Background: an optimization exercise with open tools, aiming at small area, a short achievable clock period and few clock cycles per item. Do not read the settings as production practice.
No run shown here included a check of the RTL's function; only the layout flow was run.

## flow/design.v (module list and top-level ports; edited modules follow where they fit)
// module isqrt_seq: 23 lines
// module sq_tree: 1457 lines
// module range_gen_2d: 154 lines
module range_gen_2d (
  input  logic         clk,
  input  logic         reset,
  input  logic         start,
  input  logic [W-1:0] x_tag,
  input  logic [W-1:0] y_tag,
  input  logic [W-1:0] x0,
  input  logic [W-1:0] x1,
  input  logic [W-1:0] x2,
  input  logic [W-1:0] x3,
  input  logic [W-1:0] y0,
  input  logic [W-1:0] y1,
  input  logic [W-1:0] y2,
  input  logic [W-1:0] y3,
  output logic         busy,
  output logic         done,
  output logic [W-1:0] r0,
  output logic [W-1:0] r1,
  output logic [W-1:0] r2,
  output logic [W-1:0] r3,
  output logic [3:0]   ovf
);
  // ...
==> flow/flow/run.sh <==
#!/bin/bash
set -euo pipefail
bash standard.sh SETUP_SLACK_MARGIN=9 finish > standard.log 2>&1
==> flow/standard.sh <==
#!/bin/bash
# synth_recipe.tcl (not shown) runs the flow's synth.tcl, then flattens the netlist and writes it again
# the make line also repeats each setting of config.mk as NAME=value (left out here)
make -C /OpenROAD-flow-scripts/flow DESIGN_CONFIG=/design/flow/config.mk WORK_HOME=/design/flow/orfs CLKGATE_MAP_FILE= SYNTH_SCRIPT=/design/flow/synth_recipe.tcl "${@:-finish}"
==> flow/config.mk <==
export PLATFORM = sky130hd
export DESIGN_NAME = range_gen_2d
export DESIGN_NICKNAME = range_gen_2d
export VERILOG_FILES = /design/flow/design.v
export SDC_FILE = /design/flow/constraint.sdc
export NUM_CORES = 4
export LEC_CHECK = 0
export CAP_MARGIN = 20
export CORE_MARGIN = 2
export CORE_UTILIZATION = 40
export SLEW_MARGIN = 20
==> flow/constraint.sdc <==
create_clock -name core_clock -period 13.0 [get_ports {clk}]
set_input_delay 2.6000 -clock core_clock [delete_from_list [all_inputs] [get_ports {clk}]]
set_output_delay 2.6000 -clock core_clock [all_outputs]
set_load 0.01 [all_outputs]
==> flow_summary.toml, run 1 <==
[layout]
clkbuf_count = 82
largestRegisters = "a_q x128, rem_q x72, root_q x68"
seq_share_pct = 30.1
layout.nonclk_buf_share_pct = 6.44
multi_input_area_share_pct = 51.1
layout_common_cells = "nor2_1, inv_1, a21oi_1"
n_sequential_cell = 482

[clock_network]
post_cts_buffers = 3
holdBufCountCts = 0
clock_sink_count = 482
htreeDepth = 2
ctsLongestPathBuffers = 3

[timing]
setup_viol = 0
clock_skew_ps = 83.5
hold_slack_ps = 467

[drt]
drt_iter0_drc = 2020
vias_per_cell = 5.37
post-route-drc-count = 0
dr.pass1.iters = 5
antenna_left = 0
wl_um = 99100

[outcome]
outcome = "finished clean"

[floorplan]
coreArea_mm2 = 0.0837
die_h_um = 295

[critical_path]
max_stage_delay_ps = 400
critPathKind = "reg -> out"
path_depth = 1

[logic_synthesis]
synth_flop_cell = "dfxtp_1"
synth_area_leaders = "edfxtp_1, dfxtp_1, fa_1, ha_1, dfrtp_1"
synth_xor_area_share_pct = 3.23
yosysTopAreaCellShare_pct = 14.6

[grt]
track_usage_pct = 22.7
grt_overflow_total = 0

[placement]
placedCellCount = 4828
==> module range_gen_2d, before the edit <==
module range_gen_2d (
  input  logic         clk,
  input  logic         reset,
  input  logic         start,
  input  logic [W-1:0] x_tag,
  input  logic [W-1:0] y_tag,
  input  logic [W-1:0] x0,
  input  logic [W-1:0] x1,
  input  logic [W-1:0] x2,
  input  logic [W-1:0] x3,
  input  logic [W-1:0] y0,
  input  logic [W-1:0] y1,
  input  logic [W-1:0] y2,
  input  logic [W-1:0] y3,
  output logic         busy,
  output logic         done,
  output logic [W-1:0] r0,
  output logic [W-1:0] r1,
  output logic [W-1:0] r2,
  output logic [W-1:0] r3,
  output logic [3:0]   ovf
);
  localparam logic [4:0] LAST = 5'd21;
  logic         busy_q, done_q, fin_q;
  logic [4:0]   c_q;
  logic [3:0]   sel_q;              
  logic [3:0]   ld_q, act_q;        
  logic         busy_d;
  logic [4:0]   c_d;
  logic [W-1:0] tx_q, ty_q;
  logic [3:0][2*W-1:0] a_q;         
  logic [W-1:0] dx_q, dy_q;
  logic [SQ_W-1:0] ra_q, rb_q;
  logic [3:0][REM_W-1:0]  rem_q;
  logic [3:0][ROOT_W-1:0] root_q;
  logic [3:0][W-1:0] r_q;
  logic [3:0]   ovf_q;
  logic [3:0][2*W-1:0] a_in;
  logic [2*W-1:0] a_sel;
  logic [W:0]   dxp, dxn, dyp, dyn;
  logic [W-1:0] dx, dy;
  logic [SQ_W-1:0] ra, rb, sq;
  logic [3:0][REM_W-1:0]  rem_n;
  logic [3:0][ROOT_W-1:0] root_n;
  assign a_in[0] = {x0, y0};
  assign a_in[1] = {x1, y1};
  assign a_in[2] = {x2, y2};
  assign a_in[3] = {x3, y3};
  always_comb begin
    a_sel = '0;
    for (int i = 0; i < 4; i++) begin
      a_sel = a_sel | (a_q[i] & {(2*W){sel_q[i]}});
    end
    dxp = {1'b0, tx_q} - {1'b0, a_sel[2*W-1:W]};
    dxn = {1'b0, a_sel[2*W-1:W]} - {1'b0, tx_q};
    dyp = {1'b0, ty_q} - {1'b0, a_sel[W-1:0]};
    dyn = {1'b0, a_sel[W-1:0]} - {1'b0, ty_q};
    dx  = dxp[W] ? dxn[W-1:0] : dxp[W-1:0];
    dy  = dyp[W] ? dyn[W-1:0] : dyp[W-1:0];
  end
  sq_tree u_sq (
    .x  (dx_q),
    .y  (dy_q),
    .ra (ra),
    .rb (rb)
  );
  assign sq = ra_q + rb_q;
  genvar k;
  generate
    for (k = 0; k < 4; k++) begin : g_eng
      isqrt_seq u_step (
        .rem    (rem_q[k]),
        .root   (root_q[k]),
        .pair   (a_q[k][2*W-1 -: 2]),
        .rem_n  (rem_n[k]),
        .root_n (root_n[k])
      );
    end
  endgenerate
  always_ff @(posedge clk) begin
    if (!busy_q) begin
      tx_q <= x_tag;
      ty_q <= y_tag;
    end
    dx_q <= dx;
    dy_q <= dy;
    ra_q <= ra;
    rb_q <= rb;
    for (int i = 0; i < 4; i++) begin
      if (!busy_q) begin
        a_q[i] <= a_in[i];
      end else if (ld_q[i]) begin
        a_q[i] <= sq[2*W-1:0];
      end else if (act_q[i]) begin
        a_q[i] <= {a_q[i][2*W-3:0], 2'b00};
      end
      if (ld_q[i]) begin
        rem_q[i]  <= '0;
        root_q[i] <= {{(ROOT_W-1){1'b0}}, sq[SQ_W-1]};
      end else if (act_q[i]) begin
        rem_q[i]  <= rem_n[i];
        root_q[i] <= root_n[i];
      end
    end
  end
  always_comb begin
    busy_d = busy_q;
    c_d    = c_q + 5'd1;
    if (!busy_q) begin
      busy_d = start;
      c_d    = '0;
    end else if (fin_q) begin
      busy_d = 1'b0;
    end
  end
  always_ff @(posedge clk or negedge reset) begin
    if (!reset) begin
      busy_q <= 1'b0;
      done_q <= 1'b0;
      fin_q  <= 1'b0;
      c_q    <= '0;
      sel_q  <= '0;
      ld_q   <= '0;
      act_q  <= '0;
      r_q    <= '0;
      ovf_q  <= '0;
    end else begin
      busy_q <= busy_d;
      c_q    <= c_d;
      done_q <= fin_q;
      fin_q  <= busy_d && (c_d == LAST);
      sel_q  <= (!busy_q) ? 4'b0001 : {sel_q[2:0], 1'b0};
      for (int i = 0; i < 4; i++) begin
        ld_q[i]  <= busy_d && (c_d == 5'(i + 2));
        act_q[i] <= busy_d && (c_d >= 5'(i + 3)) && (c_d <= 5'(i + 18));
      end
      if (fin_q) begin
        for (int i = 0; i < 3; i++) begin
          r_q[i]   <= root_q[i][ROOT_W-1] ? SAT_MAX : root_q[i][W-1:0];
          ovf_q[i] <= root_q[i][ROOT_W-1];
        end
        r_q[3]   <= root_n[3][ROOT_W-1] ? SAT_MAX : root_n[3][W-1:0];
        ovf_q[3] <= root_n[3][ROOT_W-1];
      end
    end
  end
  assign busy = busy_q;
  assign done = done_q;
  assign r0   = r_q[0];
  assign r1   = r_q[1];
  assign r2   = r_q[2];
  assign r3   = r_q[3];
  assign ovf  = ovf_q;
endmodule
==> run 2, diff against run 1 <==
--- a/flow/design.v
+++ b/flow/design.v
@@ -1487,4 +1487,37 @@
   assign rb[32] = 1'b0;
 endmodule
+module absdiff (
+  input  logic [15:0] t,
+  input  logic [15:0] a,
+  output logic [15:0] d
+);
+  logic [4:0][15:0] gl, pl;    
+  logic [15:0] g, p, c, s;
+  logic        cout;
+  assign g = t & ~a;
+  assign p = ~(t ^ a);
+  assign gl[0] = g;
+  assign pl[0] = p;
+  genvar l, i;
+  generate
+    for (l = 0; l < 4; l++) begin : g_lvl
+      for (i = 0; i < 16; i++) begin : g_bit
+        if (((i >> l) & 1) == 1) begin : g_join
+          localparam int J = ((i >> l) << l) - 1;
+          assign gl[l+1][i] = gl[l][i] | (pl[l][i] & gl[l][J]);
+          assign pl[l+1][i] = pl[l][i] & pl[l][J];
+        end else begin : g_pass
+          assign gl[l+1][i] = gl[l][i];
+          assign pl[l+1][i] = pl[l][i];
+        end
+      end
+    end
+  endgenerate
+  assign cout = gl[4][15];
+  assign c[0] = cout;
+  assign c[15:1] = gl[4][14:0] | (pl[4][14:0] & {15{cout}});
+  assign s = p ^ c;
+  assign d = s ^ {16{~cout}};
+endmodule
 import range_gen_pkg::*;
 module range_gen_2d (
@@ -1510,5 +1543,5 @@
   output logic [3:0]   ovf
 );
-  localparam logic [4:0] LAST = 5'd21;
+  localparam logic [4:0] LAST = 5'd19;
   logic         busy_q, done_q, fin_q;
   logic [4:0]   c_q;
@@ -1527,7 +1560,8 @@
   logic [3:0][2*W-1:0] a_in;
   logic [2*W-1:0] a_sel;
-  logic [W:0]   dxp, dxn, dyp, dyn;
   logic [W-1:0] dx, dy;
   logic [SQ_W-1:0] ra, rb, sq;
+  logic [REM_W-1:0]  rem1, rem2;
+  logic [ROOT_W-1:0] root1, root2;
   logic [3:0][REM_W-1:0]  rem_n;
   logic [3:0][ROOT_W-1:0] root_n;
@@ -1541,11 +1575,7 @@
       a_sel = a_sel | (a_q[i] & {(2*W){sel_q[i]}});
     end
-    dxp = {1'b0, tx_q} - {1'b0, a_sel[2*W-1:W]};
-    dxn = {1'b0, a_sel[2*W-1:W]} - {1'b0, tx_q};
-    dyp = {1'b0, ty_q} - {1'b0, a_sel[W-1:0]};
-    dyn = {1'b0, a_sel[W-1:0]} - {1'b0, ty_q};
-    dx  = dxp[W] ? dxn[W-1:0] : dxp[W-1:0];
-    dy  = dyp[W] ? dyn[W-1:0] : dyp[W-1:0];
   end
+  absdiff u_adx (.t(tx_q), .a(a_sel[2*W-1:W]), .d(dx));
+  absdiff u_ady (.t(ty_q), .a(a_sel[W-1:0]),   .d(dy));
   sq_tree u_sq (
     .x  (dx_q),
@@ -1555,4 +1585,18 @@
   );
   assign sq = ra_q + rb_q;
+  isqrt_seq u_step1 (
+    .rem    ('0),
+    .root   ({{(ROOT_W-1){1'b0}}, sq[SQ_W-1]}),
+    .pair   (sq[31:30]),
+    .rem_n  (rem1),
+    .root_n (root1)
+  );
+  isqrt_seq u_step2 (
+    .rem    ({{(REM_W-2){1'b0}}, rem1[1:0]}),
+    .root   ({{(ROOT_W-2){1'b0}}, root1[1:0]}),
+    .pair   (sq[29:28]),
+    .rem_n  (rem2),
+    .root_n (root2)
+  );
   genvar k;
   generate
@@ -1580,11 +1624,11 @@
         a_q[i] <= a_in[i];
       end else if (ld_q[i]) begin
-        a_q[i] <= sq[2*W-1:0];
+        a_q[i] <= {sq[2*W-5:0], 4'b0000};
       end else if (act_q[i]) begin
         a_q[i] <= {a_q[i][2*W-3:0], 2'b00};
       end
       if (ld_q[i]) begin
-        rem_q[i]  <= '0;
-        root_q[i] <= {{(ROOT_W-1){1'b0}}, sq[SQ_W-1]};
+        rem_q[i]  <= {{(REM_W-4){1'b0}}, rem2[3:0]};
+        root_q[i] <= {{(ROOT_W-3){1'b0}}, root2[2:0]};
       end else if (act_q[i]) begin
         rem_q[i]  <= rem_n[i];
@@ -1622,5 +1666,5 @@
       for (int i = 0; i < 4; i++) begin
         ld_q[i]  <= busy_d && (c_d == 5'(i + 2));
-        act_q[i] <= busy_d && (c_d >= 5'(i + 3)) && (c_d <= 5'(i + 18));
+        act_q[i] <= busy_d && (c_d >= 5'(i + 3)) && (c_d <= 5'(i + 16));
       end
       if (fin_q) begin
==> flow/flow/run.sh (replaced) <==
#!/bin/bash
# The standard layout (standard.sh) with changes to how it is made only:
#  - the port buffers that buffer_ports inserts are plain buf_2 cells.
# Constraints, period and every other setting are the standard flow's own. make's full
# output goes to standard.log here; ORFS's per-step logs stay under orfs/logs.
set -euo pipefail
bash standard.sh SETUP_SLACK_MARGIN=9.5 TNS_END_PERCENT=0 \
  "BUFFER_PORTS_ARGS=-buffer_cell sky130_fd_sc_hd__buf_2" \
  finish > standard.log 2>&1
==> run 2 against run 1 <==
Net effect:
- still clean on timing, DRC and antenna
- global-route usage decreased by 1.0 points
- sequential share of layout area rose by 2.7 points
- clock-buffer cell count is 4 lower
- first-iteration DRC count down 19%
- worst hold slack better by 14 ps
- synthesized area fell by 5.9%
- non-clock buffer count increased by 26
- setup slack got worse by 180 ps
- critical path type is now reg -> reg
- highest routed layer unchanged
==> flow_summary.toml, run 2 <==
[floorplan]
rows = 103
start_util_pct = 40.4
die_w_um = 286
die_h_um = 286
io_pins = 233
die-area_mm2 = 0.0819
coreArea_mm2 = 0.0789

[critical_path]
max_stage_delay_ps = 370
crit_top_cell = "a21oi_2"
cp_cell_sequence = "ha_4 -> fa_2 -> a21oi_2 -> o22ai_2 -> a211o_1 -> nand3_2 -> nand3b_1 -> o2111a_2 -> a211oi_4 -> a21oi_2 -> ha_4 -> nand2b_4 -> a2111oi_4 -> a311oi_4 -> buf_4 -> mux2_4 -> a21oi_2"
cp-end-kind = "flip-flop"
crit_path_top_delay_cell = "fa_2"
required_ps = 13490
reg2reg_slack_ps = 8870
cp-start-kind = "flip-flop"
critPathKind = "reg -> reg"
crit_fanout = 6
crit_arrival_ps = 4620

[layout]
instances_no_fill = 4567
drive_gt1_share_pct = 13.6
areaGrowthSynthToFinish_pct = 14.9
largestRegisters = "a_q x128, rem_q x72, root_q x68"
nets = 3990
largest_register_ffs = 128
layout_commonest_cell = "nor2_1"
regMostFlops = "a_q"
layout_common_cells = "nor2_1, inv_1, buf_2"

[drt]
vias = 24249
dr.pass1.iters = 5
wl_um = 90100
post-route-drc-count = 0
antenna_left = 0
drt_iter0_drc = 1633
vias_per_cell = 5.31
wire_per_inst_um = 19.7

[grt]
grt_antenna_before_repair = 7
grt_pass1_wl_um = 138000
grt_max_degree = 198
grt_overflow_total = 0
track_usage_pct = 21.7
grt_pass1_vias = 23864

[logic_synthesis]
synth_cell_type_count = 67
yosysTopAreaCellShare_pct = 17.7
synth_area_leaders = "edfxtp_1, dfxtp_1, fa_1, dfrtp_1, ha_1"
yosysMostFrequentCell = "nor2_1"
synth-seq-cells = 482
synth_flop_cell = "dfxtp_1"
synth_edf_count = 188
synth_cells = 3288
netlist.top_cell.by_area = "edfxtp_1"
ys_seq_area_share_pct = 37.6
synth_area_mm2 = 0.0318
syn_area_per_cell_um2 = 9.68
synth_nets = 3812
synth_commonest_cells = "nor2_1, inv_1, a21oi_1"
synthArstFlopShare_pct = 18.3
yosys_warnings = 2

[timing]
drv_slew = 0
fmax_mhz = 242
clock_skew_ps = 35.9
layout_min_cycle_time_ps = 4130
fin_tns_setup_ps = 0
max_slew_margin_pct = 28.5
worst_pin_slew_ps = 1070
setup_viol = 0
hold_viol_final = 0
rsz0062_at_grt = "true"
fin_crit_sh_pct = 31.8

[outcome]
outcome = "finished clean"

[placement]
place_congestion = 0.870
placedCellCount = 4421
port_buffers = 232
dpl.hpwl_um = 65100

[job]
drv_cap = 0

[clock_network]
numCtsBuffers = 55
path_clk_slew_ps = 60
htreeDepth = 2
clockRootBuffer = "clkbuf_16"
clock_sink_count = 482
ctsLongestPathBuffers = 3
holdBufCountCts = 0
clk_latency_ps = 640
cts_tree = "done"

[min_path]
hold_path.class = "reg -> reg"
## run 2: cell types whose count changed after synthesis, moves of 16 or more
cell / change
a22oi_1: -63
nand2_1: -52
inv_1: -51
mux2i_1: -34
nor2_1: -32
a22o_1: +31
a221oi_1: +29
ha_1: -28
dfxtp_1: -24
edfxtp_1: +24
o21a_1: -16
## run 2: stage by stage
stage	setup slack [ps]	cell area, um2	util, %	hold slack (ps)
finish	8870	36600	46.4	481
global route	8780	36600	46.4	496
CTS	8820	36400	46.1	480
detailed placement	8160	34000	43.1	469
global placement	8270	34000	43.1	461
floorplan	9100	31900	-	352
## run 2: cells by family (layout without fill, tap and decap cells)
family                   count (synthesis)  in the layout  share of synthesized area, %
buffers and inverters                  502            726                          5.93
other                                    0              4                             0
AO/OA/AOI/OAI                          703            704                          14.4
XOR/XNOR                               148            148                          4.07
flip-flops                             482            482                          37.6
AND/OR/NAND/NOR                        905            905                          13.3
adder cells (fa/ha/maj)                361            361                          18.8
multiplexers                           187            187                          5.91
## run 2: layer usage
| metal | up-vias | GRT usage (%) | share of wire [%] |
|---|---|---|---|
| met5 | - | 0 | 0.024 |
| met4 | 4 | 7.17 | 3.1 |
| met3 | 135 | 4.08 | 6.8 |
| met2 | 675 | 34.2 | 45 |
| met1 | 11777 | 30.0 | 45 |
| li1 | 11658 | - | - |
## run 2: worst paths after layout
check,endpoint,depth (start not counted),from
max,rem_q[19],17,rb_q[2]
min,rem_q[35],2,rem_q[35]
max reg2reg,rem_q[19],17,rb_q[2]
min reg2reg,rem_q[35],2,rem_q[35]
max in group asynchronous,ld_q[1],2,reset
min in group asynchronous,r_q[13],1,reset
## run 2: cell type report
type,instances,area (um2)
clock buffers,78,1650
multi-input cells,2305,18300
flip-flops and latches,482,12000
diodes,4,10.0
well taps,1050,1310
inverters,328,1230
fillers,7565,42300
clock inverters,26,328
repair buffers,294,1770
## run 2: what timing repair did
| action | in CTS | in global routing |
|---|---|---|
| setup buffers | 25 | 10 |
| pin swaps | 19 | 23 |
| gates resized for setup | 40 | 31 |
| setup endpoints to repair | 187 | 206 |
| gates cloned | 3 | 0 |
## run 2: critical path: cells and delay by family (launching register included)
kind	cells	cell delay, ps
and+or+nand+nor	3	330
buffers and inverters	1	190
DFF	1	330
AOI/OAI and AO/OA	9	1940
muxes	1	340
adders and majority gates	3	860
==> run 3, diff against run 2 <==
--- a/flow/design.v
+++ b/flow/design.v
@@ -1487,37 +1487,4 @@
   assign rb[32] = 1'b0;
 endmodule
-module absdiff (
-  input  logic [15:0] t,
-  input  logic [15:0] a,
-  output logic [15:0] d
-);
-  logic [4:0][15:0] gl, pl;    
-  logic [15:0] g, p, c, s;
-  logic        cout;
-  assign g = t & ~a;
-  assign p = ~(t ^ a);
-  assign gl[0] = g;
-  assign pl[0] = p;
-  genvar l, i;
-  generate
-    for (l = 0; l < 4; l++) begin : g_lvl
-      for (i = 0; i < 16; i++) begin : g_bit
-        if (((i >> l) & 1) == 1) begin : g_join
-          localparam int J = ((i >> l) << l) - 1;
-          assign gl[l+1][i] = gl[l][i] | (pl[l][i] & gl[l][J]);
-          assign pl[l+1][i] = pl[l][i] & pl[l][J];
-        end else begin : g_pass
-          assign gl[l+1][i] = gl[l][i];
-          assign pl[l+1][i] = pl[l][i];
-        end
-      end
-    end
-  endgenerate
-  assign cout = gl[4][15];
-  assign c[0] = cout;
-  assign c[15:1] = gl[4][14:0] | (pl[4][14:0] & {15{cout}});
-  assign s = p ^ c;
-  assign d = s ^ {16{~cout}};
-endmodule
 import range_gen_pkg::*;
 module range_gen_2d (
@@ -1543,15 +1510,19 @@
   output logic [3:0]   ovf
 );
-  localparam logic [4:0] LAST = 5'd19;
+  localparam int NIT = ROOT_W - 3;    
+  logic         idle_q;             
   logic         busy_q, done_q, fin_q;
-  logic [4:0]   c_q;
+  logic [2:0]   c_q;                
   logic [3:0]   sel_q;              
-  logic [3:0]   ld_q, act_q;        
-  logic         busy_d;
-  logic [4:0]   c_d;
+  logic [3:0]   ld_q;               
+  logic [3:0][3:0] n_q;             
+  logic         busy_d, fin_d;
+  logic [2:0]   c_d;
+  logic [3:0][3:0] n_d;
   logic [W-1:0] tx_q, ty_q;
   logic [3:0][2*W-1:0] a_q;         
   logic [W-1:0] dx_q, dy_q;
   logic [SQ_W-1:0] ra_q, rb_q;
+  logic [1:0]   z_q;                
   logic [3:0][REM_W-1:0]  rem_q;
   logic [3:0][ROOT_W-1:0] root_q;
@@ -1560,8 +1531,11 @@
   logic [3:0][2*W-1:0] a_in;
   logic [2*W-1:0] a_sel;
+  logic [W:0]   dxp, dxn, dyp, dyn;
   logic [W-1:0] dx, dy;
-  logic [SQ_W-1:0] ra, rb, sq;
+  logic [SQ_W-1:0] ra, rb, ras, rbs, sq;
+  logic [1:0]   z;
   logic [REM_W-1:0]  rem1, rem2;
   logic [ROOT_W-1:0] root1, root2;
+  logic [3:0]   act, last;
   logic [3:0][REM_W-1:0]  rem_n;
   logic [3:0][ROOT_W-1:0] root_n;
@@ -1575,7 +1549,11 @@
       a_sel = a_sel | (a_q[i] & {(2*W){sel_q[i]}});
     end
+    dxp = {1'b0, tx_q} - {1'b0, a_sel[2*W-1:W]};
+    dxn = {1'b0, a_sel[2*W-1:W]} - {1'b0, tx_q};
+    dyp = {1'b0, ty_q} - {1'b0, a_sel[W-1:0]};
+    dyn = {1'b0, a_sel[W-1:0]} - {1'b0, ty_q};
+    dx  = dxp[W] ? dxn[W-1:0] : dxp[W-1:0];
+    dy  = dyp[W] ? dyn[W-1:0] : dyp[W-1:0];
   end
-  absdiff u_adx (.t(tx_q), .a(a_sel[2*W-1:W]), .d(dx));
-  absdiff u_ady (.t(ty_q), .a(a_sel[W-1:0]),   .d(dy));
   sq_tree u_sq (
     .x  (dx_q),
@@ -1584,5 +1562,21 @@
     .rb (rb)
   );
-  assign sq = ra_q + rb_q;
+  always_comb begin
+    if (|{dx_q[W-1:W-2], dy_q[W-1:W-2]}) begin
+      z = 2'd0;
+    end else if (|{dx_q[W-3:W-4], dy_q[W-3:W-4]}) begin
+      z = 2'd1;
+    end else begin
+      z = 2'd2;
+    end
+  end
+  always_comb begin
+    unique case (z_q)
+      2'd1:    begin ras = {ra_q[SQ_W-5:0], 4'd0}; rbs = {rb_q[SQ_W-5:0], 4'd0}; end
+      2'd2:    begin ras = {ra_q[SQ_W-9:0], 8'd0}; rbs = {rb_q[SQ_W-9:0], 8'd0}; end
+      default: begin ras = ra_q; rbs = rb_q; end
+    endcase
+    sq = ras + rbs;
+  end
   isqrt_seq u_step1 (
     .rem    ('0),
@@ -1602,4 +1596,6 @@
   generate
     for (k = 0; k < 4; k++) begin : g_eng
+      assign act[k]  = |n_q[k];
+      assign last[k] = (n_q[k] == 4'd1);
       isqrt_seq u_step (
         .rem    (rem_q[k]),
@@ -1612,5 +1608,5 @@
   endgenerate
   always_ff @(posedge clk) begin
-    if (!busy_q) begin
+    if (idle_q) begin
       tx_q <= x_tag;
       ty_q <= y_tag;
@@ -1620,10 +1616,11 @@
     ra_q <= ra;
     rb_q <= rb;
+    z_q  <= z;
     for (int i = 0; i < 4; i++) begin
-      if (!busy_q) begin
+      if (idle_q) begin
         a_q[i] <= a_in[i];
       end else if (ld_q[i]) begin
         a_q[i] <= {sq[2*W-5:0], 4'b0000};
-      end else if (act_q[i]) begin
+      end else if (act[i]) begin
         a_q[i] <= {a_q[i][2*W-3:0], 2'b00};
       end
@@ -1631,5 +1628,5 @@
         rem_q[i]  <= {{(REM_W-4){1'b0}}, rem2[3:0]};
         root_q[i] <= {{(ROOT_W-3){1'b0}}, root2[2:0]};
-      end else if (act_q[i]) begin
+      end else if (act[i]) begin
         rem_q[i]  <= rem_n[i];
         root_q[i] <= root_n[i];
@@ -1638,7 +1635,7 @@
   end
   always_comb begin
-    busy_d = busy_q;
-    c_d    = c_q + 5'd1;
-    if (!busy_q) begin
+    busy_d = !idle_q;
+    c_d    = (c_q == 3'd7) ? c_q : c_q + 3'd1;
+    if (idle_q) begin
       busy_d = start;
       c_d    = '0;
@@ -1646,7 +1643,19 @@
       busy_d = 1'b0;
     end
+    fin_d = busy_d && !fin_q && (c_d >= 3'd6);
+    for (int i = 0; i < 4; i++) begin
+      if (ld_q[i]) begin
+        n_d[i] = 4'(NIT) - {1'b0, z_q, 1'b0};
+      end else if (act[i]) begin
+        n_d[i] = n_q[i] - 4'd1;
+      end else begin
+        n_d[i] = n_q[i];
+      end
+      if (n_d[i] > 4'd1) fin_d = 1'b0;
+    end
   end
   always_ff @(posedge clk or negedge reset) begin
     if (!reset) begin
+      idle_q <= 1'b1;
       busy_q <= 1'b0;
       done_q <= 1'b0;
@@ -1655,24 +1664,28 @@
       sel_q  <= '0;
       ld_q   <= '0;
-      act_q  <= '0;
+      n_q    <= '0;
       r_q    <= '0;
       ovf_q  <= '0;
     end else begin
+      idle_q <= !busy_d;
       busy_q <= busy_d;
       c_q    <= c_d;
       done_q <= fin_q;
-      fin_q  <= busy_d && (c_d == LAST);
-      sel_q  <= (!busy_q) ? 4'b0001 : {sel_q[2:0], 1'b0};
+      fin_q  <= fin_d;
+      sel_q  <= idle_q ? 4'b0001 : {sel_q[2:0], 1'b0};
       for (int i = 0; i < 4; i++) begin
-        ld_q[i]  <= busy_d && (c_d == 5'(i + 2));
-        act_q[i] <= busy_d && (c_d >= 5'(i + 3)) && (c_d <= 5'(i + 16));
+        ld_q[i] <= busy_d && (c_d == 3'(i + 2));
       end
+      n_q    <= n_d;
       if (fin_q) begin
-        for (int i = 0; i < 3; i++) begin
-          r_q[i]   <= root_q[i][ROOT_W-1] ? SAT_MAX : root_q[i][W-1:0];
-          ovf_q[i] <= root_q[i][ROOT_W-1];
+        for (int i = 0; i < 4; i++) begin
+          if (last[i]) begin
+            r_q[i]   <= root_n[i][ROOT_W-1] ? SAT_MAX : root_n[i][W-1:0];
+            ovf_q[i] <= root_n[i][ROOT_W-1];
+          end else begin
+            r_q[i]   <= root_q[i][ROOT_W-1] ? SAT_MAX : root_q[i][W-1:0];
+            ovf_q[i] <= root_q[i][ROOT_W-1];
+          end
         end
-        r_q[3]   <= root_n[3][ROOT_W-1] ? SAT_MAX : root_n[3][W-1:0];
-        ovf_q[3] <= root_n[3][ROOT_W-1];
       end
     end
==> flow/flow/run.sh (replaced) <==
#!/bin/bash
set -euo pipefail
bash standard.sh SETUP_SLACK_MARGIN=9.5 \
  "BUFFER_PORTS_ARGS=-buffer_cell sky130_fd_sc_hd__buf_2" \
  finish > standard.log 2>&1
==> run 3 against run 2 <==
Net effect:
- still clean
- flip-flop and latch count is 13 higher
- register-to-register slack worse by 580 ps
- cell area is 23% higher
- critical path depth is 5 higher
- clock-buffer cell count is 2 higher
- wire length is 32% higher
- highest routed layer is now met4
==> flow_summary.toml, run 3 <==
[placement]
dpl.hpwl_um = 79200
detailedPlace.worstSlack_ps = 7430
place_congestion = 0.931
port_buffers = 232

[logic_synthesis]
synth_cells = 4056
yosys_warnings = 2
synth-seq-cells = 495
synth_area_leaders = "edfxtp_1, dfxtp_1, fa_1, ha_1, dfrtp_1"
synthArstFlopShare_pct = 20.0
synth_area_mm2 = 0.0361
synth_commonest_cells = "nand2_1, inv_1, o21ai_0"
synth_nets = 4624
synth_edf_count = 188
yosysMostFrequentCell = "nand2_1"
ys_seq_area_share_pct = 34.1
syn_area_per_cell_um2 = 8.89
yosysTopAreaCellShare_pct = 15.7
synth_flop_cell = "dfxtp_1"
synth_cell_type_count = 92
netlist.top_cell.by_area = "edfxtp_1"

[layout]
diodes = 0
utilization_pct = 50.2
layout_common_cells = "nand2_1, inv_1, o21ai_0"
largest_register_ffs = 128
final-seq-area_mm2 = 0.0124
drive_gt1_share_pct = 24.0
multi_input_area_mm2 = 0.0231
largestRegisters = "a_q x128, rem_q x72, root_q x68"
layout_commonest_cell = "nand2_1"
areaGrowthSynthToFinish_pct = 25.0
fillerInstances = 8244
nets = 5007
regMostFlops = "a_q"

[floorplan]
die_h_um = 304
die-area_mm2 = 0.0926
rows = 110
start_util_pct = 40.2
coreArea_mm2 = 0.0897
die_w_um = 304
io_pins = 233

[drt]
drt_iter0_drc = 2849
antenna_left = 0
wl_met3_um = 8540
wl_met1_um = 50700
wire_per_inst_um = 21.0
met2_wirelength_um = 54200
vias = 31365
vias_per_cell = 5.54
top_layer = "met4"
dr.pass1.iters = 6
wl_um = 119000
post-route-drc-count = 0

[min_path]
whs_endpoint = "root_q[16]"
hold_path.class = "reg -> reg"
min_path_cells = 2
hp-start = "root_q[16]"

[clock_network]
clock_sink_count = 495
ctsLongestPathBuffers = 3
numCtsBuffers = 59
path_clk_slew_ps = 60
htreeDepth = 2
clockRootBuffer = "clkbuf_16"
clk_latency_ps = 660
cts_tree = "done"

[timing]
fin_tns_setup_ps = 0
drv_slew = 0
hold_viol_final = 0
worst_pin_slew_ps = 1110
max_slew_margin_pct = 26.1
fmax_mhz = 212
setup_slack_ps = 8290
clock_skew_ps = 35.8
rsz0062_at_grt = "true"
setup_viol = 0
layout_min_cycle_time_ps = 4710
fin_crit_sh_pct = 36.2

[grt]
grt_max_degree = 218
grt_antenna_before_repair = 3
track_usage_pct = 24.7
grt_overflow_total = 0
grt_pass1_vias = 30884
grt_pass1_wl_um = 180000

[critical_path]
max_stage_delay_ps = 420
critPathKind = "reg -> reg"
crit_arrival_ps = 5070
cp-end-kind = "flip-flop"
crit_fanout = 7
timing.rr.start = "z_q[0]"
worstReg2RegEnd = "rem_q[57]"
reg2reg_depth = 22
cp-start-kind = "flip-flop"
reg2reg_slack_ps = 8290
crit_path_top_delay_cell = "a2111oi_4"
cp_cell_sequence = "inv_2 -> ha_4 -> buf_12 -> buf_8 -> buf_16 -> nand2_1 -> o21ai_0 -> ha_1 -> a21o_1 -> a21oi_4 -> a21oi_4 -> a31oi_4 -> a2111oi_4 -> or3_4 -> and2_4 -> inv_4 -> ha_4 -> a41o_1 -> a41oi_4 -> o21ai_1 -> o31ai_4 -> mux2i_1"
required_ps = 13360

[outcome]
outcome = "finished clean"

[job]
drv_cap = 0
==> run 3: cell count changes in the layout (fill, tap and decap cells not counted), sizes merged, moves of 104 or more <==
cell   delta
nand2   +380
buf     +252
inv     +146
o21ai   +236
a22oi   +104
nor2    -166
==> run 3: how the worst max path moves through the flow <==
stage | endpoint | startpoint | slack, ps
finish | rem_q[57] | z_q[0] | 8290
floorplan | rem_q[55] | z_q[0] | 8450
global placement | rem_q[0] | z_q[0] | 7630
detailed placement | rem_q[37] | z_q[0] | 7430
CTS | rem_q[37] | z_q[1] | 8430
global route | rem_q[57] | z_q[0] | 8120
==> run 3: critical path, delay by kind of cell, from the launching register on <==
family                     cells  cell delay [ps]
DFF                            1              340
AOI/OAI and AO/OA             10             2060
adders and majority gates      3              940
and+or+nand+nor                3              450
buffers and inverters          5              470
muxes                          1              130
==> run 3: repair_timing <==
item / CTS / global route
gates cloned: 14 / 1
hold endpoints to repair: 0 / 0
pin swaps: 126 / 108
endpoints found under the setup margin: 258 / 261
resized for setup: 360 / 175
hold buffers: 0 / 0
buffers inserted: 203 / 68
==> run 3: logic make-up (layout without fill, tap and decap cells) <==
| group | count (synthesis) | count (layout) | synth area share (%) |
|---|---|---|---|
| xor gates and xnor gates | 126 | 126 | 3.06 |
| muxes | 162 | 162 | 4.53 |
| AOI/OAI and AO/OA | 1022 | 1022 | 18.3 |
| adders and majority gates | 405 | 405 | 18.2 |
| DFF | 495 | 495 | 34.1 |
| buffers and inverters | 695 | 1128 | 7.33 |
| and+or+nand+nor | 1151 | 1151 | 14.6 |
==> run 3: layout make-up <==
cell class | count | area share (%)
multi-input cells | 2866 | 51.2
flip-flops and latches | 495 | 27.5
well taps | 1176 | 3.26
clock inverters | 31 | 0.697
inverters | 467 | 3.90
clock buffers | 80 | 3.76
repair buffers | 550 | 9.71
==> run 3: metrics by stage <==
stage | hold WS [ps] | cells | cell area (um2)
after floorplan | 382 | 4056 | 36500
final | 452 | 5665 | 45100
after global placement | 441 | 5268 | 38300
after global routing | 483 | 5665 | 45100
after detailed placement | 448 | 5268 | 38300
after CTS | 457 | 5596 | 43800
==> run 3: layer usage <==
layer / up-vias / global-route usage, %
met1: 15199 / 33.0
met5: - / 0
met2: 1244 / 39.8
met4: 0 / 10.0
met3: 317 / 4.05
li1: 14605 / -
==> run 4, diff against run 3 <==
==> flow/flow/run.sh (replaced) <==
#!/bin/bash
set -euo pipefail
bash standard.sh SETUP_SLACK_MARGIN=9.0 \
  "BUFFER_PORTS_ARGS=-buffer_cell sky130_fd_sc_hd__buf_2" \
  finish > standard.log 2>&1
==> run 4 against run 3 <==
Net effect:
- utilization shrank 2.9 points
- sequential share of layout area grew 1.6 points
- synthesized cell count did not move
- flip-flop and latch count stayed put
- fmax grew 3.1%
- highest routed layer unchanged
- global-route usage down 1.1 points
- first-iteration DRC count fell by 16%
- via count fell by 2.9%
==> flow_summary.toml, run 4 <==
[critical_path]
cp_cell_sequence = "inv_2 -> ha_4 -> buf_12 -> buf_16 -> o21ai_0 -> ha_1 -> a21o_1 -> a21oi_4 -> a21oi_4 -> a31oi_4 -> a2111oi_4 -> or3_4 -> and2_4 -> inv_4 -> ha_4 -> a41o_1 -> a41oi_4 -> mux2i_4 -> nor2_1 -> nor2_1"
critPathKind = "reg -> reg"
critPathTopFamily = "compound AO/OA/AOI/OAI gates"
max_stage_delay_ps = 390
crit_fanout = 7
required_ps = 13500
crit_path_top_delay_cell = "ha_1"
cp-startpoint = "z_q[0]"
crit_arrival_ps = 5070
timing.rr.start = "z_q[0]"
cp-start-kind = "flip-flop"
path_buf_inv = 4
cp-end-kind = "flip-flop"

[logic_synthesis]
synth_flop_cell = "dfxtp_1"
synth_commonest_cells = "nand2_1, inv_1, o21ai_0"
synth_cells = 4056
synth-seq-cells = 495
yosys_warnings = 2
synth_nets = 4624
synth_edf_count = 188
netlist.top_cell.by_area = "edfxtp_1"
synthArstFlopShare_pct = 20.0
yosysMostFrequentCell = "nand2_1"
synth_cell_type_count = 92
syn_area_per_cell_um2 = 8.89
synth_area_leaders = "edfxtp_1, dfxtp_1, fa_1, ha_1, dfrtp_1"
synth_area_mm2 = 0.0361
ys_seq_area_share_pct = 34.1
yosysTopAreaCellShare_pct = 15.7

[timing]
worst_pin_slew_ps = 1070
drv_slew = 0
fmax_mhz = 219
hold_viol_final = 0
layout_min_cycle_time_ps = 4570
max_slew_margin_pct = 28.7
clock_skew_ps = 35.0
fin_crit_sh_pct = 35.1
setup_viol = 0
fin_tns_setup_ps = 0
hold_slack_ps = 453
rsz0062_at_grt = "true"

[layout]
stdcell_area_mm2 = 0.0425
largestRegisters = "a_q x128, rem_q x72, root_q x68"
nets = 4855
layout_common_cells = "nand2_1, inv_1, o21ai_0"
drive_gt1_share_pct = 16.4
fillerInstances = 8566
layout_commonest_cell = "nand2_1"
areaGrowthSynthToFinish_pct = 17.8
largest_register_ffs = 128
regMostFlops = "a_q"

[drt]
wire_per_inst_um = 20.6
drt_iter0_drc = 2393
post-route-drc-count = 0
antenna_left = 0
wl_um = 114000
dr.pass1.iters = 6
vias = 30465
vias_per_cell = 5.53

[floorplan]
die_w_um = 304
rows = 110
io_pins = 233
die-area_mm2 = 0.0926
start_util_pct = 40.2
die_h_um = 304
coreArea_mm2 = 0.0897

[grt]
grt_pass1_wl_um = 172000
grt_overflow_total = 0
grt_pass1_vias = 29618
track_usage_pct = 23.5
grt_antenna_before_repair = 1
grt_max_degree = 116

[min_path]
hold_path.class = "reg -> reg"
hp-start = "c_q[0]"

[placement]
port_buffers = 232
place_congestion = 0.926
dpl.hpwl_um = 79500
place_area_mm2 = 0.0381

[clock_network]
htreeDepth = 2
cts_tree = "done"
clk_latency_ps = 650
path_clk_slew_ps = 70
clock_sink_count = 495
numCtsBuffers = 59
ctsLongestPathBuffers = 3
holdBufCountCts = 0
clockRootBuffer = "clkbuf_16"

[job]
drv_cap = 0

[outcome]
outcome = "finished clean"
run 4: kinds of logic after synthesis:
| kind of cell | after synthesis | synth area share (%) |
|---|---|---|
| buf+inv | 695 | 7.33 |
| fa+ha+maj | 405 | 18.2 |
| mux | 162 | 4.53 |
| simple gates | 1151 | 14.6 |
| compound gates | 1022 | 18.3 |
| flops | 495 | 34.1 |
| xor+xnor | 126 | 3.06 |
run 4: final cells by class:
cell class / count / area (um2) / share of cell area, %
Timing Repair Buffer: 398 / 2830 / 6.66
Multi-Input combinational cell: 2866 / 21900 / 51.6
Clock buffer: 80 / 1780 / 4.20
Sequential cell: 495 / 12400 / 29.1
Antenna cell: 1 / 2.50 / 0.00589
Inverter: 467 / 1760 / 4.13
Clock inverter: 31 / 327 / 0.768
Tap cell: 1176 / 1470 / 3.46
run 4: per-stage QoR:
step           std cells  setup slack, ps  util [%]
6_report            5514             8430      47.4
5_1_grt             5513             8270      47.4
4_1_cts             5460             8540      46.4
3_5_place_dp        5263             7500      42.5
3_3_place_gp        5263             7640      42.5
2_1_floorplan       4056             8450         -
run 4: worst paths after layout:
path	end	slack [ps]	cells after the start
max	rem_q[1]	8430	20
min	ld_q[1]	450	1
max reg2reg	rem_q[1]	8430	20
min reg2reg	ld_q[1]	450	1
max in group asynchronous	fin_q	9700	2
min in group asynchronous	r_q[62]	1930	1
run 4: layer usage:
metal	global-route usage, %	share of wire (%)	vias up
met1	32.7	44	14786
li1	-	-	14322
met4	7.35	3.2	0
met2	37.6	46	1134
met5	0	0	-
met3	3.82	7.2	223
run 4: repair_timing:
action | CTS | global route
pin swaps | 49 | 42
resized for setup | 134 | 101
cloned | 10 | 3
buffers inserted | 76 | 49
setup endpoints to repair | 128 | 77
==> run 5, diff against run 4 <==
--- a/flow/design.v
+++ b/flow/design.v
@@ -1533,8 +1533,11 @@
   logic [W:0]   dxp, dxn, dyp, dyn;
   logic [W-1:0] dx, dy;
-  logic [SQ_W-1:0] ra, rb, ras, rbs, sq;
+  logic [SQ_W-1:0] ra, rb, sq;
   logic [1:0]   z;
-  logic [REM_W-1:0]  rem1, rem2;
-  logic [ROOT_W-1:0] root1, root2;
+  logic [2:0][3:0] pre_rem;
+  logic [2:0][2:0] pre_root;
+  logic [3:0]   rem0;
+  logic [2:0]   root0;
+  logic [2*W-1:0] rad0;
   logic [3:0]   act, last;
   logic [3:0][REM_W-1:0]  rem_n;
@@ -1571,27 +1574,35 @@
     end
   end
+  assign sq = ra_q + rb_q;
+  genvar k;
+  generate
+    for (k = 0; k < 3; k++) begin : g_pre
+      logic [REM_W-1:0]  rem1, rem2;
+      logic [ROOT_W-1:0] root1, root2;
+      isqrt_seq u_step1 (
+        .rem    ('0),
+        .root   ({{(ROOT_W-1){1'b0}}, sq[SQ_W-1-4*k]}),
+        .pair   (sq[31-4*k:30-4*k]),
+        .rem_n  (rem1),
+        .root_n (root1)
+      );
+      isqrt_seq u_step2 (
+        .rem    ({{(REM_W-2){1'b0}}, rem1[1:0]}),
+        .root   ({{(ROOT_W-2){1'b0}}, root1[1:0]}),
+        .pair   (sq[29-4*k:28-4*k]),
+        .rem_n  (rem2),
+        .root_n (root2)
+      );
+      assign pre_rem[k]  = rem2[3:0];
+      assign pre_root[k] = root2[2:0];
+    end
+  endgenerate
   always_comb begin
     unique case (z_q)
-      2'd1:    begin ras = {ra_q[SQ_W-5:0], 4'd0}; rbs = {rb_q[SQ_W-5:0], 4'd0}; end
-      2'd2:    begin ras = {ra_q[SQ_W-9:0], 8'd0}; rbs = {rb_q[SQ_W-9:0], 8'd0}; end
-      default: begin ras = ra_q; rbs = rb_q; end
+      2'd1:    begin rem0 = pre_rem[1]; root0 = pre_root[1]; rad0 = {sq[2*W-9:0], 8'd0}; end
+      2'd2:    begin rem0 = pre_rem[2]; root0 = pre_root[2]; rad0 = {sq[2*W-13:0], 12'd0}; end
+      default: begin rem0 = pre_rem[0]; root0 = pre_root[0]; rad0 = {sq[2*W-5:0], 4'd0}; end
     endcase
-    sq = ras + rbs;
   end
-  isqrt_seq u_step1 (
-    .rem    ('0),
-    .root   ({{(ROOT_W-1){1'b0}}, sq[SQ_W-1]}),
-    .pair   (sq[31:30]),
-    .rem_n  (rem1),
-    .root_n (root1)
-  );
-  isqrt_seq u_step2 (
-    .rem    ({{(REM_W-2){1'b0}}, rem1[1:0]}),
-    .root   ({{(ROOT_W-2){1'b0}}, root1[1:0]}),
-    .pair   (sq[29:28]),
-    .rem_n  (rem2),
-    .root_n (root2)
-  );
-  genvar k;
   generate
     for (k = 0; k < 4; k++) begin : g_eng
@@ -1621,11 +1632,11 @@
         a_q[i] <= a_in[i];
       end else if (ld_q[i]) begin
-        a_q[i] <= {sq[2*W-5:0], 4'b0000};
+        a_q[i] <= rad0;
       end else if (act[i]) begin
         a_q[i] <= {a_q[i][2*W-3:0], 2'b00};
       end
       if (ld_q[i]) begin
-        rem_q[i]  <= {{(REM_W-4){1'b0}}, rem2[3:0]};
-        root_q[i] <= {{(ROOT_W-3){1'b0}}, root2[2:0]};
+        rem_q[i]  <= {{(REM_W-4){1'b0}}, rem0};
+        root_q[i] <= {{(ROOT_W-3){1'b0}}, root0};
       end else if (act[i]) begin
         rem_q[i]  <= rem_n[i];
==> flow/flow/run.sh (replaced) <==
#!/bin/bash
set -euo pipefail
bash standard.sh SETUP_SLACK_MARGIN=9.5 \
  "BUFFER_PORTS_ARGS=-buffer_cell sky130_fd_sc_hd__buf_2" \
  finish > standard.log 2>&1
==> run 5 against run 4 <==
Net effect:
- via count rose by 1.9%
- first-iteration DRC count rose by 11%
- synthesized area fell by 0.35%
- clock-buffer cell count rose by 1
- fmax rose by 15%
- still clean on timing, DRC and antenna
- highest routed layer is now met5
- non-clock buffer count rose by 128
==> flow_summary.toml, run 5 <==
[placement]
place_congestion = 0.940
port_buffers = 232
dpl.hpwl_um = 82700

[min_path]
hold_path.class = "reg -> reg"
hp-start = "root_q[33]"
whs_endpoint = "root_q[33]"
min_path_cells = 2

[critical_path]
worstReg2RegEnd = "rem_q[55]"
cp-start-kind = "flip-flop"
required_ps = 13340
reg2reg_slack_ps = 9030
crit_arrival_ps = 4310
crit_fanout = 4
reg2reg_depth = 20
cp-end-kind = "flip-flop"
timing.rr.start = "rb_q[2]"
critPathKind = "reg -> reg"

[layout]
drive_gt1_share_pct = 24.3
largest_register_ffs = 128
fillerInstances = 8346
regMostFlops = "a_q"
layout_common_cells = "nand2_1, inv_1, nor2_1"
areaGrowthSynthToFinish_pct = 23.7
final-seq-area_mm2 = 0.0124
layout_commonest_cell = "nand2_1"
largestRegisters = "a_q x128, rem_q x72, root_q x68"
multi_input_area_mm2 = 0.0229
nets = 4995

[grt]
grt_max_degree = 114
grt_pass1_vias = 29748
track_usage_pct = 24.3
grt_pass1_wl_um = 175000
grt_antenna_before_repair = 14
grt_overflow_total = 0

[drt]
wire_per_inst_um = 20.7
vias_per_cell = 5.50
wl_um = 117000
vias = 31044
drt_iter0_drc = 2658
dr.pass1.iters = 5
antenna_left = 0
post-route-drc-count = 0

[logic_synthesis]
synth_cell_type_count = 92
syn_area_per_cell_um2 = 8.86
synth_edf_count = 188
synth_area_leaders = "edfxtp_1, dfxtp_1, fa_1, ha_1, dfrtp_1"
synth_area_mm2 = 0.0359
yosysMostFrequentCell = "nand2_1"
yosysTopAreaCellShare_pct = 15.7
synth_nets = 4629
synth_cells = 4058
synthArstFlopShare_pct = 20.0
netlist.top_cell.by_area = "edfxtp_1"
synth_flop_cell = "dfxtp_1"
synth_commonest_cells = "nand2_1, inv_1, nor2_1"
ys_seq_area_share_pct = 34.2
yosys_warnings = 2
synth-seq-cells = 495

[floorplan]
coreArea_mm2 = 0.0886
io_pins = 233
rows = 109
die-area_mm2 = 0.0923
start_util_pct = 40.5
die_h_um = 304
die_w_um = 304

[timing]
drv_slew = 0
hold_slack_ps = 453
fmax_mhz = 252
worst_pin_slew_ps = 1130
clock_skew_ps = 43.3
max_slew_margin_pct = 24.7
fin_crit_sh_pct = 30.5
fin_tns_setup_ps = 0
hold_viol_final = 0
setup_viol = 0
rsz0062_at_grt = "true"
layout_min_cycle_time_ps = 3970

[clock_network]
htreeDepth = 2
ctsLongestPathBuffers = 3
path_clk_slew_ps = 60
holdBufCountCts = 0
cts_tree = "done"
clockRootBuffer = "clkbuf_16"
clock_sink_count = 495
clk_latency_ps = 650
numCtsBuffers = 58

[outcome]
outcome = "finished clean"

[job]
drv_cap = 0
[run 5: changes by cell type after synthesis, sizes merged, moves of 15 or more]
cell	delta
inv	-33
a21oi	+20
nor2	+87
a211oi	+16
a31oi	+37
o21ai	-105
mux2i	-18
nor3	+45
a22oi	-35
xnor2	-15
o221ai	-49
nand2	+22
[run 5: timing repair]
item | 4_1_cts | 5_1_grt
endpoints found under the setup margin | 248 | 255
setup buffers | 149 | 103
gates resized for setup | 292 | 224
pin swaps | 115 | 128
cloned | 2 | 5
[run 5: cell families after synthesis]
group	Yosys count	synth area share (%)
adders and majority gates	408	18.3
xor gates and xnor gates	120	2.92
muxes	148	4.17
AOI/OAI and AO/OA	942	17.2
buffers and inverters	656	7.01
and+or+nand+nor	1289	16.1
DFF	495	34.2
[run 5: critical path, stage by stage, from the launching register on]
cell and delay [ps]:
dfxtp_2 330, ha_4 160, fa_2 370, a211oi_4 240, o211ai_2 140, nand3_2 130
nand3_4 100, a211oi_4 250, buf_4 160, o31ai_4 60, inv_2 80, nand4_1 100
and2_4 180, ha_4 290, inv_4 40, a311oi_4 240, a311oi_4 90, buf_4 170
mux2i_2 160, o2bb2ai_4 310, a21oi_1 100
[run 5: metrics by stage]
step	instances	instance area [um2]	setup slack [ps]	util (%)
2_1_floorplan	4058	36400	9250	-
5_1_grt	5638	44400	8880	50.1
6_report	5645	44500	9030	50.2
3_5_place_dp	5270	38300	8410	43.2
3_3_place_gp	5270	38300	8540	43.2
4_1_cts	5530	42600	9050	48.1
[run 5: how the worst max path moves through the flow]
stage                  start         to  slack, ps
global placement    sel_q[1]   dy_q[15]       8540
detailed placement  sel_q[1]   dy_q[15]       8410
global route         rb_q[2]  rem_q[55]       8880
CTS                  rb_q[2]  rem_q[54]       9050
floorplan            ra_q[2]   rem_q[0]       9250
finish               rb_q[2]  rem_q[55]       9030
[run 5: metal layers]
layer | global-route usage [%] | vias up | share of wire [%]
met5 | 0 | - | 0.035
met4 | 8.42 | 6 | 3.7
met3 | 4.53 | 200 | 7.6
met2 | 39.5 | 1104 | 46
met1 | 32.5 | 15164 | 43
li1 | - | 14570 | -
[run 5: final cells by class]
| cell class | count | share of cell area, % |
|---|---|---|
| clock buffers | 81 | 4.05 |
| flip-flops and latches | 495 | 27.9 |
| well taps | 1165 | 3.28 |
| inverters | 435 | 3.71 |
| diodes | 7 | 0.0394 |
| repair buffers | 526 | 8.87 |
| multi-input cells | 2908 | 51.6 |
| clock inverters | 28 | 0.602 |
==> run 6, diff against run 5 <==
==> flow/flow/run.sh (replaced) <==
#!/bin/bash
# The standard layout (standard.sh) with changes to how it is made only:
#  - the port buffers that buffer_ports inserts are plain buf_2 cells.
# Constraints, period and every other setting are the standard flow's own. make's full
# output goes to standard.log here; ORFS's per-step logs stay under orfs/logs.
set -euo pipefail
bash standard.sh SETUP_SLACK_MARGIN=9.5 TNS_END_PERCENT=0 \
  "BUFFER_PORTS_ARGS=-buffer_cell sky130_fd_sc_hd__buf_2" \
  finish > standard.log 2>&1
==> run 6 against run 5 <==
Net effect:
- worst hold slack worse by 1.4 ps
- global-route usage is 1.2 points lower
- setup slack better by 6.3 ps
- utilization is 4.2 points lower
- non-clock buffer count is 218 lower
- cell count is 3.9% lower
- largest cell class unchanged
==> flow_summary.toml, run 6 <==
[clock_network]
htreeDepth = 2
path_clk_slew_ps = 60
numCtsBuffers = 56
clockRootBuffer = "clkbuf_16"
ctsLongestPathBuffers = 3
clock_sink_count = 495
clk_latency_ps = 640
holdBufCountCts = 0
cts_tree = "done"

[logic_synthesis]
synth-seq-cells = 495
synth_area_mm2 = 0.0359
yosysTopAreaCellShare_pct = 15.7
synth_commonest_cells = "nand2_1, inv_1, nor2_1"
synth_flop_cell = "dfxtp_1"
synth_edf_count = 188
synth_nets = 4629
ys_seq_area_share_pct = 34.2
synthArstFlopShare_pct = 20.0
muxShareOfSynthArea_pct = 4.17
synthAdderAreaFrac_pct = 18.3
synth_xor_area_share_pct = 2.92
synth_top_family_by_area = "adder cells"
synth_cells = 4058
syn_area_per_cell_um2 = 8.86
yosys_warnings = 2
synth_area_leaders = "edfxtp_1, dfxtp_1, fa_1, ha_1, dfrtp_1"
yosys.area_share.simple_pct = 16.1
yosysMostFrequentCell = "nand2_1"
synth_cell_type_count = 92
synth_compound_area_share_pct = 17.2
netlist.top_cell.by_area = "edfxtp_1"

[grt]
grt_antenna_before_repair = 11
grt_pass1_vias = 28445
grt_max_degree = 104
track_usage_pct = 23.1
grt_pass1_wl_um = 167000
grt_overflow_total = 0

[layout]
drive_gt1_share_pct = 13.0
stdcell_area_mm2 = 0.0407
largest_register_ffs = 128
layout_commonest_cell = "nand2_1"
regMostFlops = "a_q"
areaGrowthSynthToFinish_pct = 13.4
largestRegisters = "a_q x128, rem_q x72, root_q x68"
nets = 4774
layout_common_cells = "nand2_1, inv_1, nor2_1"
utilization_pct = 46.0

[outcome]
outcome = "finished clean"

[timing]
clock_skew_ps = 14.8
rsz0062_at_grt = "true"
drv_slew = 0
hold_slack_ps = 451
fmax_mhz = 252
worst_pin_slew_ps = 1090
fin_crit_sh_pct = 30.5
layout_min_cycle_time_ps = 3960
fin_tns_setup_ps = 0
setup_viol = 0
max_slew_margin_pct = 27.6
hold_viol_final = 0

[job]
drv_cap = 0

[drt]
vias = 29686
wire_per_inst_um = 20.2
wl_um = 109000
post-route-drc-count = 0
drt_iter0_drc = 2389
vias_per_cell = 5.47
dr.pass1.iters = 6
antenna_left = 0

[floorplan]
coreArea_mm2 = 0.0886
die_w_um = 304
rows = 109
io_pins = 233
start_util_pct = 40.5
die_h_um = 304
die-area_mm2 = 0.0923

[critical_path]
cp-end-kind = "flip-flop"
critPathKind = "reg -> reg"
crit_fanout = 10
crit_arrival_ps = 4340
cp-startpoint = "ra_q[24]"
required_ps = 13380
cp-start-kind = "flip-flop"
timing.rr.start = "ra_q[24]"

[min_path]
hold_path.class = "reg -> reg"
hp-start = "root_q[67]"

[placement]
place_area_mm2 = 0.0381
place_congestion = 0.925
dpl.hpwl_um = 81600
port_buffers = 232
-- run 6: cell types whose count changed in the layout (fill, tap and decap cells not counted), sizes merged --
cell / delta
buf: -212
clkbuf: -4
clkinv: -4
clkinvlp: -3
inv: +3
a41oi: -1
bufbuf: -1
diode: +1
-- run 6: path summary, 6_finish.rpt --
check | to | slack, ps | depth (start not counted)
worst max-delay path | rem_q[0] | 9040 | 15
worst min-delay path | root_q[67] | 450 | 2
worst max register to register | rem_q[0] | 9040 | 15
worst min register to register | root_q[67] | 450 | 2
max in group asynchronous | ld_q[1] | 9690 | 2
min in group asynchronous | r_q[57] | 1920 | 1
-- run 6: stage by stage --
stage | std cells | worst slack [ps]
finish | 5424 | 9040
CTS | 5411 | 9040
detailed placement | 5274 | 8400
global placement | 5274 | 8500
floorplan | 4058 | 9250
global route | 5416 | 8900
-- run 6: what timing repair did --
action | in CTS | in global routing
cloned | 0 | 1
endpoints found under the setup margin | 243 | 275
gates resized for setup | 77 | 35
setup buffers | 31 | 4
pin swaps | 27 | 8
-- run 6: per-layer routing --
| metal | track usage [%] | wire (um) |
|---|---|---|
| met1 | 31.3 | 48300 |
| met3 | 3.78 | 7230 |
| met2 | 37.7 | 50200 |
| met4 | 7.82 | 3710 |
| met5 | 0 | 11 |
-- run 6: cells by family (layout without fill, tap and decap cells) --
| kind of cell | count (synthesis) | count (layout) |
|---|---|---|
| AND/OR/NAND/NOR | 1289 | 1289 |
| AO/OA/AOI/OAI | 942 | 942 |
| buffers and inverters | 656 | 849 |
| flip-flops | 495 | 495 |
| adder cells (fa/ha/maj) | 408 | 408 |
| multiplexers | 148 | 148 |
| XOR/XNOR | 120 | 120 |
| other | 0 | 8 |
-- run 6: cell type report --
cell class / count / area, um2
antenna: 8 / 20.0
clock buffer: 82 / 1710
clock inverter: 24 / 218
fill: 8734 / 47900
inverter: 435 / 1640
multi-input combinational: 2907 / 21600
sequential: 495 / 12300
tap: 1165 / 1460
timing repair buffer: 308 / 1780
-- run 6: worst max-delay path, stage by stage, from the launching register on --
cell      delay, ps
dfxtp_1         330
ha_4            360
a21oi_1         100
nor2b_1         100
o21ai_0          80
a211o_1         300
o21ai_1         200
mux2_2          370
nor3b_2         290
and2_4          200
ha_4            210
buf_6           120
a311oi_4        390
xnor2_2         180
a22oi_2         170
mux2_4          310
==> run 7, diff against run 6 <==
--- a/flow/design.v
+++ b/flow/design.v
@@ -1540,5 +1540,6 @@
   logic [2:0]   root0;
   logic [2*W-1:0] rad0;
-  logic [3:0]   act, last;
+  logic [3:0]   act;
+  logic         last3;
   logic [3:0][REM_W-1:0]  rem_n;
   logic [3:0][ROOT_W-1:0] root_n;
@@ -1605,8 +1606,8 @@
     endcase
   end
+  assign last3 = (n_q[3] == 4'd1);
   generate
     for (k = 0; k < 4; k++) begin : g_eng
       assign act[k]  = |n_q[k];
-      assign last[k] = (n_q[k] == 4'd1);
       isqrt_seq u_step (
         .rem    (rem_q[k]),
@@ -1663,5 +1664,5 @@
         n_d[i] = n_q[i];
       end
-      if (n_d[i] > 4'd1) fin_d = 1'b0;
+      if (n_d[i] > ((i == 3) ? 4'd1 : 4'd0)) fin_d = 1'b0;
     end
   end
@@ -1690,12 +1691,14 @@
       n_q    <= n_d;
       if (fin_q) begin
-        for (int i = 0; i < 4; i++) begin
-          if (last[i]) begin
-            r_q[i]   <= root_n[i][ROOT_W-1] ? SAT_MAX : root_n[i][W-1:0];
-            ovf_q[i] <= root_n[i][ROOT_W-1];
-          end else begin
-            r_q[i]   <= root_q[i][ROOT_W-1] ? SAT_MAX : root_q[i][W-1:0];
-            ovf_q[i] <= root_q[i][ROOT_W-1];
-          end
+        for (int i = 0; i < 3; i++) begin
+          r_q[i]   <= root_q[i][ROOT_W-1] ? SAT_MAX : root_q[i][W-1:0];
+          ovf_q[i] <= root_q[i][ROOT_W-1];
+        end
+        if (last3) begin
+          r_q[3]   <= root_n[3][ROOT_W-1] ? SAT_MAX : root_n[3][W-1:0];
+          ovf_q[3] <= root_n[3][ROOT_W-1];
+        end else begin
+          r_q[3]   <= root_q[3][ROOT_W-1] ? SAT_MAX : root_q[3][W-1:0];
+          ovf_q[3] <= root_q[3][ROOT_W-1];
         end
       end
==> run 7 against run 6 <==
Net effect:
- critical path depth increased by 1
- clock-buffer cell count increased by 3
- via count decreased by 1.4%
- fmax decreased by 0.82%
- cell count decreased by 1.4%
- die area decreased by 1.0%
- still clean on timing, DRC and antenna
- synthesized area decreased by 1.0%
- sequential share of layout area increased by 0.29 points
- flip-flop and latch count unchanged
- utilization decreased by 0.22 points
==> flow_summary.toml, run 7 <==
[clock_network]
path_clk_slew_ps = 60
clk_latency_ps = 670
clockRootBuffer = "clkbuf_16"
numCtsBuffers = 58
ctsLongestPathBuffers = 3
htreeDepth = 2
cts_tree = "done"
clock_sink_count = 495
holdBufCountCts = 0

[drt]
vias = 29256
vias_per_cell = 5.47
dr.pass1.iters = 6
drt_iter0_drc = 2488
post-route-drc-count = 0
antenna_left = 0
wl_um = 107000
wire_per_inst_um = 19.9

[critical_path]
critPathKind = "reg -> reg"
cp-end-kind = "flip-flop"
reg2reg_slack_ps = 9010
path_buf_inv = 2
cp_cell_sequence = "ha_4 -> fa_2 -> a211oi_4 -> o211ai_2 -> and3b_2 -> a21oi_4 -> a21oi_2 -> a221o_2 -> inv_4 -> a21oi_4 -> ha_4 -> a41oi_2 -> o21a_1 -> buf_6 -> a32oi_4 -> mux2_4"
crit_fanout = 6
critPathTopFamily = "compound AO/OA/AOI/OAI gates"
max_stage_delay_ps = 390
crit_path_top_delay_cell = "a221o_2"
crit_arrival_ps = 4390
required_ps = 13390
cp-start-kind = "flip-flop"

[grt]
grt_pass1_wl_um = 165000
grt-busiest-layer = "met2"
use_met2_pct = 37.5
grtUsageMet1_pct = 31.0
grt_pass1_vias = 28992
track_usage_pct = 23.1
grt_overflow_total = 0
grt_antenna_before_repair = 4
gr-usage-met3_pct = 4.73
grt_max_degree = 112

[timing]
hold_viol_final = 0
clock_skew_ps = 40.4
worst_pin_slew_ps = 1160
fin_tns_setup_ps = 0
fin_crit_sh_pct = 30.7
drv_slew = 0
setup_viol = 0
fmax_mhz = 250
layout_min_cycle_time_ps = 3990
max_slew_margin_pct = 22.6
rsz0062_at_grt = "true"

[logic_synthesis]
synth_cells = 3998
yosysTopAreaCellShare_pct = 15.9
synth_cell_type_count = 81
syn_area_per_cell_um2 = 8.90
synthArstFlopShare_pct = 20.0
ys_seq_area_share_pct = 34.6
synth_edf_count = 188
synth_area_leaders = "edfxtp_1, dfxtp_1, fa_1, ha_1, dfrtp_1"
synth_flop_cell = "dfxtp_1"
netlist.top_cell.by_area = "edfxtp_1"
synth-seq-cells = 495
yosysMostFrequentCell = "nand2_1"
yosys_warnings = 2
synth_area_mm2 = 0.0356
synth_commonest_cells = "nand2_1, inv_1, o21ai_0"
synth_nets = 4566

[placement]
dpl.hpwl_um = 77700
place_congestion = 0.912
port_buffers = 232

[layout]
fillerInstances = 8533
drive_gt1_share_pct = 12.7
layout_commonest_cell = "nand2_1"
final-seq-area_mm2 = 0.0123
nets = 4700
largest_register_ffs = 128
areaGrowthSynthToFinish_pct = 13.5
regMostFlops = "a_q"
largestRegisters = "a_q x128, rem_q x72, root_q x68"
layout_common_cells = "nand2_1, inv_1, o21ai_0"
multi_input_area_mm2 = 0.0212

[min_path]
hold_path.class = "reg -> reg"

[outcome]
outcome = "finished clean"

[floorplan]
die_h_um = 302
io_pins = 233
die-area_mm2 = 0.0913
start_util_pct = 40.3
rows = 109
die_w_um = 302
coreArea_mm2 = 0.0882

[job]
drv_cap = 0
[run 7: cell types whose count changed after synthesis, sizes merged, moves of 25 or more]
cell / previous run / this run
nor2: 299 / 236
nor3: 94 / 42
o21ai: 212 / 263
a211oi: 87 / 55
mux2i: 133 / 108
nand2: 570 / 545
[run 7: timing repair]
action                                  4_1_cts  5_1_grt
gates resized for setup                      71       31
buffers inserted                             16        3
cloned                                        1        1
pin swaps                                    22       16
endpoints found under the setup margin      192      256
[run 7: stage by stage]
stage / instance area (um2) / hold WS, ps / utilization (%) / instances / setup WS, ps
floorplan: 35800 / 386 / - / 3998 / 9270
global placement: 37700 / 453 / 42.7 / 5212 / 8550
detailed placement: 37700 / 457 / 42.7 / 5214 / 8510
CTS: 40100 / 466 / 45.5 / 5339 / 8990
global route: 40400 / 485 / 45.7 / 5345 / 8820
finish: 40400 / 462 / 45.7 / 5347 / 9010
[run 7: worst paths after layout]
check | startpoint | cells after the start | endpoint
setup reg to reg | ra_q[2] | 16 | root_q[34]
hold / removal | root_q[7] | 2 | root_q[8]
max in group asynchronous | reset | 2 | r_q[5]
min in group asynchronous | reset | 1 | r_q[59]
hold reg to reg | root_q[7] | 2 | root_q[8]
setup / recovery | ra_q[2] | 16 | root_q[34]
[run 7: worst reg2reg max path, cell delays in order, from the launching register on]
cell and delay, ps:
dfxtp_2 330, ha_4 160, fa_2 360, a211oi_4 240, o211ai_2 170, and3b_2 300
a21oi_4 240, a21oi_2 100, a221o_2 390, inv_4 80, a21oi_4 60, ha_4 270
a41oi_2 210, o21a_1 240, buf_6 120, a32oi_4 150, mux2_4 340
[run 7: layout make-up]
cell class | count | area share [%]
Tap cell | 1165 | 3.61
Clock inverter | 23 | 0.617
Multi-Input combinational cell | 2854 | 52.6
Sequential cell | 495 | 30.6
Clock buffer | 85 | 4.28
Timing Repair Buffer | 289 | 4.22
Inverter | 434 | 4.05
Antenna cell | 2 | 0.0124
[run 7: cells by family (layout without fill, tap and decap cells)]
group	count (synthesis)	after routing	synth area share (%)
buffers and inverters	649	831	7.16
adder cells (fa/ha/maj)	405	405	18.4
AO/OA/AOI/OAI	1023	1023	18.2
multiplexers	131	131	3.77
XOR/XNOR	112	112	2.76
AND/OR/NAND/NOR	1183	1183	15.2
other	0	2	0
flip-flops	495	495	34.6
[run 7: routing by layer]
layer	wire length [um]	vias to the layer above	share of wire, %
met4	3200	0	3.0
met1	46500	14162	44
met5	0	-	0
met3	8330	191	7.8
li1	-	13962	-
met2	48600	941	46

==> port drivers added, routing unchanged <==
No port has a modelled driver above. Below, the same layouts with a new extraction and two added sets of constraints.
Step 1 assumes that a clkbuf_16 drives the clock port and a buf_2 every other input.
Step 2 adds t to the input delays and takes it off the output delays; t is the mean of the earliest and latest rising clock arrival at the registers after step 1. Input paths then give back, and output paths get back, about the clock's delay inside the block.
Slacks: ideal ports / drivers / drivers and shift; pairs: ideal ports / drivers.
run | t, ns | slack for setup (ns) | slew at the worst register clock pin (ns)
run 1 | 0.692 | 9.047 / 8.982 / 8.923 | 0.07 / 0.07
run 2 | 0.690 | 8.871 / 8.853 / 8.871 | 0.07 / 0.07
run 3 | 0.702 | 8.292 / 8.292 / 8.292 | 0.07 / 0.07
run 4 | 0.700 | 8.435 / 8.435 / 8.435 | 0.07 / 0.07
run 5 | 0.693 | 9.032 / 9.032 / 9.032 | 0.07 / 0.07
run 6 | 0.696 | 9.038 / 9.038 / 9.038 | 0.06 / 0.06
run 7 | 0.712 | 9.005 / 9.005 / 9.005 | 0.07 / 0.07
After both steps setup and hold are still met in every run listed. For run 1, which loses most, drivers alone change the setup slack by -0.065 ns; drivers and shift together by -0.124 ns.
